This is an optimization exercise on Yosys and OpenROAD, whose aim is small area, a short achievable clock period and few clock cycles, not a production implementation. Where RTL was checked, it was by simulation tests only, not by an equivalence proof against the original. Power figures rest on the tool's default switching activity, not on a simulated workload.

rev 12:
// disc_reveal_bitmap
module disc_reveal_bitmap (
  input  logic                                clk,
  input  logic                                rst_n,
  input  logic                                in_valid,
  output logic                                in_ready,
  input  logic [1:0]                          in_cmd,
  input  logic signed [23:0]                  in_world_x,
  input  logic signed [23:0]                  in_world_y,
  input  logic [3:0]                          in_radius,
  input  logic signed [7:0]                   in_cell_x,
  input  logic signed [7:0]                   in_cell_y,
  output logic                                out_valid,
  input  logic                                out_ready,
  output logic                                out_revealed_bit,
  output logic                                out_in_bounds,
  output logic signed [17:0]                  out_center_x,
  output logic signed [17:0]                  out_center_y,
  input  logic                                cfg_we,
  input  logic [2:0]                          cfg_idx,
  input  logic [23:0]                         cfg_wdata
);
Size in the first run: ~140 I/O pins.
clock: 10.0 ns
lec_check: 0
cap_margin: 30
cell_pad_in_sites_detail_placement: 1
cell_pad_in_sites_global_placement: 1
core_margin: 2
core_utilization: 25
cts_cluster_diameter: 80
cts_cluster_size: 30
place_density: 0.35
slew_margin: 40
synth_hierarchical: 1
synth_memory_max_bits: 8192
standard.sh (not shown) runs the stock make flow with config.mk's settings and CLKGATE_MAP_FILE= SYNTH_SCRIPT=/design/flow/synth_recipe.tcl, a recipe that flattens the netlist after the stock synthesis.
==> flow/flow/run.sh <==
#!/bin/bash
set -euo pipefail
RES=orfs/results/${FLOW_PLATFORM}/disc_reveal_bitmap/base
bash standard.sh SETUP_SLACK_MARGIN=6.6 synth floorplan > std_synth_floorplan.log 2>&1
openroad -python -no_init -exit flow/place_map.py "$RES/2_floorplan.odb" 26 4 2 2 9 1 > place_map.log 2>&1
bash standard.sh SETUP_SLACK_MARGIN=6.6 finish > std_place_to_finish.log 2>&1
Other scripts of this flow, unchanged in this note and not shown: flow/flow/place_map.py
Testbench counts of rev 12, summed over its fixed seeds: cycles 3,621.
## Diff of input files: rev 13 against rev 12
--- a/flow/config.mk
+++ b/flow/config.mk
@@ -12,4 +12,2 @@
 export CORE_UTILIZATION = 25
-export CTS_CLUSTER_DIAMETER = 80
-export CTS_CLUSTER_SIZE = 30
 export PLACE_DENSITY = 0.35
==> results.txt <==
Per the comparison of rev 13 with rev 12, share of total power in the clock network saw an increase; worst-case register-to-register setup slack saw a decrease; first-pass GRT wire length saw an increase; initial antenna violation count saw a decrease.

---

Setup of v35:
Another version of the RTL of disc_reveal_bitmap (not shown whole).
Size: roughly 30000 cells after synthesis, roughly 140 I/O pins, about 290000 sq um of cells after synthesis.
clock: 10.0 ns
lec_check: 0
cap_margin: 20
core_margin: 2
core_utilization: 30
min_routing_layer: met2
place_density: 0.4
setup_slack_margin: 5
slew_margin: 20
synth_hierarchical: 1
synth_memory_max_bits: 8192
run.sh (not shown) runs the stock make flow with config.mk's settings and CLKGATE_MAP_FILE= SYNTH_SCRIPT=/design/flow/synth_recipe.tcl, a recipe that flattens the netlist after the stock synthesis.
Stock flow here: none of the scripts above is used.
No final results exist for v35, since it was stopped by error GRT-0116 during global routing.
diff inputs: v35 => v36
Settings: a change of CORE_UTILIZATION from 30 to 25; a deleted MIN_ROUTING_LAYER that had been met2; a change of PLACE_DENSITY from 0.4 to 0.35; an added CELL_PAD_IN_SITES_GLOBAL_PLACEMENT of 1; an added CELL_PAD_IN_SITES_DETAIL_PLACEMENT of 1.
[summary]
v36: full flow OK, the timing, design-rule and antenna checks passed
v36 reports a higher half-perimeter wire length after placement than v35 does.
Taking v35 as the reference, in v36 post-synthesis area per instance stayed essentially flat; initial core utilization fell by 5.0 points; number of hold-repair buffers added at the cts stage stayed essentially flat; x dimension of the die rose by 94 microns; weighted congestion reported at the end of routability-driven placement fell by about 16%.
Of v35 and v36, the run reporting the higher number of buffers inserted during clock tree synthesis was v36.
Lower cell area reported after detailed placement goes to v35 over v36.
The higher worst setup slack before clock tree synthesis came out of v36.
Function was not checked in any run of this note: the RTL went through the layout flow alone.

---

Another version of the RTL of disc_reveal_bitmap (not shown whole).
Size: about 30000 cells after synthesis, roughly 140 I/O pins, roughly 0.29 mm² of cells after synthesis.
// disc_reveal_bitmap
module disc_reveal_bitmap (
  input  logic                                clk,
  input  logic                                rst_n,
  input  logic                                in_valid,
  output logic                                in_ready,
  input  logic [1:0]                          in_cmd,
  input  logic signed [23:0]                  in_world_x,
  input  logic signed [23:0]                  in_world_y,
  input  logic [3:0]                          in_radius,
  input  logic signed [7:0]                   in_cell_x,
  input  logic signed [7:0]                   in_cell_y,
  output logic                                out_valid,
  input  logic                                out_ready,
  output logic                                out_revealed_bit,
  output logic                                out_in_bounds,
  output logic signed [17:0]                  out_center_x,
  output logic signed [17:0]                  out_center_y,
  input  logic                                cfg_we,
  input  logic [2:0]                          cfg_idx,
  input  logic [23:0]                         cfg_wdata
);
==> flow/config.mk <==
export PLATFORM = sky130hd
export DESIGN_NAME = disc_reveal_bitmap
export DESIGN_NICKNAME = disc_reveal_bitmap
export VERILOG_FILES = /design/flow/design.v
export SDC_FILE = /design/flow/constraint.sdc
export NUM_CORES = 8
export LEC_CHECK = 0
export CAP_MARGIN = 30
export CELL_PAD_IN_SITES_DETAIL_PLACEMENT = 1
export CELL_PAD_IN_SITES_GLOBAL_PLACEMENT = 1
export CORE_MARGIN = 2
export CORE_UTILIZATION = 25
export CTS_CLUSTER_DIAMETER = 60
export CTS_CLUSTER_SIZE = 20
export PLACE_DENSITY = 0.35
export SLEW_MARGIN = 40
export SYNTH_HIERARCHICAL = 1
export SYNTH_MEMORY_MAX_BITS = 8192
==> flow/constraint.sdc <==
create_clock -name core_clock -period 10.0 [get_ports {clk}]
set_input_delay 2.0000 -clock core_clock [delete_from_list [all_inputs] [get_ports {clk}]]
set_output_delay 2.0000 -clock core_clock [all_outputs]
set_load 0.01 [all_outputs]
standard.sh (not shown) runs the stock make flow with config.mk's settings and CLKGATE_MAP_FILE= SYNTH_SCRIPT=/design/flow/synth_recipe.tcl, a recipe that flattens the netlist after the stock synthesis.
Scripts as last shown in full above: flow/flow/run.sh
Other scripts of this flow, unchanged in this note and not shown: flow/flow/place_map.py
The starting point passed the timing, design-rule and antenna checks.
Testbench counts at the start, summed over its fixed seeds: cycles 3,621.
Edit:
Settings changed: CTS_CLUSTER_DIAMETER 60 to default, CTS_CLUSTER_SIZE 20 to default.
=> Sequential power barely changes; clock power hardly moves; total power is about the same; design area stays flat; routed wire length barely changes; register-to-register slack gets better by 50 ps; via count barely changes.

==> what the ideal ports hide <==
The flow's constraints put no driver on any port. The routed layouts listed below were extracted and timed again, unchanged, in two steps.
Step 1 (the two cells are an assumption about what drives the block):
set clk [get_ports {clk}]
set_driving_cell -lib_cell sky130_fd_sc_hd__clkbuf_16 $clk
set_driving_cell -lib_cell sky130_fd_sc_hd__buf_2 [delete_from_list [all_inputs] $clk]
Step 2 times the ports against the registers' clock, not the clock port: input delays grow and output delays shrink by t, the midpoint of the rising clock arrivals with the driver on.
a / b / c = ideal / step 1 / step 2; a / b = the first two.
| run | shift t [ns] | slack for setup (ns) | hold WS [ns] | clock arrival spread, ns |
|---|---|---|---|---|
| rev 12 | 1.312 | 6.366 / 6.233 / 5.438 | 0.303 / 0.303 / 0.303 | 0.212 / 0.212 |
| rev 13 | 1.302 | 6.315 / 6.275 / 5.441 | 0.315 / 0.315 / 0.315 | 0.187 / 0.188 |
| v36 | 1.367 | 4.575 / 4.575 / 3.913 | 0.300 / 0.300 / 0.300 | 0.136 / 0.137 |
| the first run of note 3 | 1.304 | 6.310 / 6.201 / 5.104 | 0.325 / 0.325 / 0.325 | 0.203 / 0.204 |
| the second run of note 3 | 1.312 | 6.331 / 6.210 / 5.113 | 0.314 / 0.314 / 0.314 | 0.200 / 0.199 |
After both steps setup and hold are still met in every run listed. For the second run of note 3, which loses most, drivers alone change the setup slack by -0.121 ns; drivers and shift together by -1.218 ns.
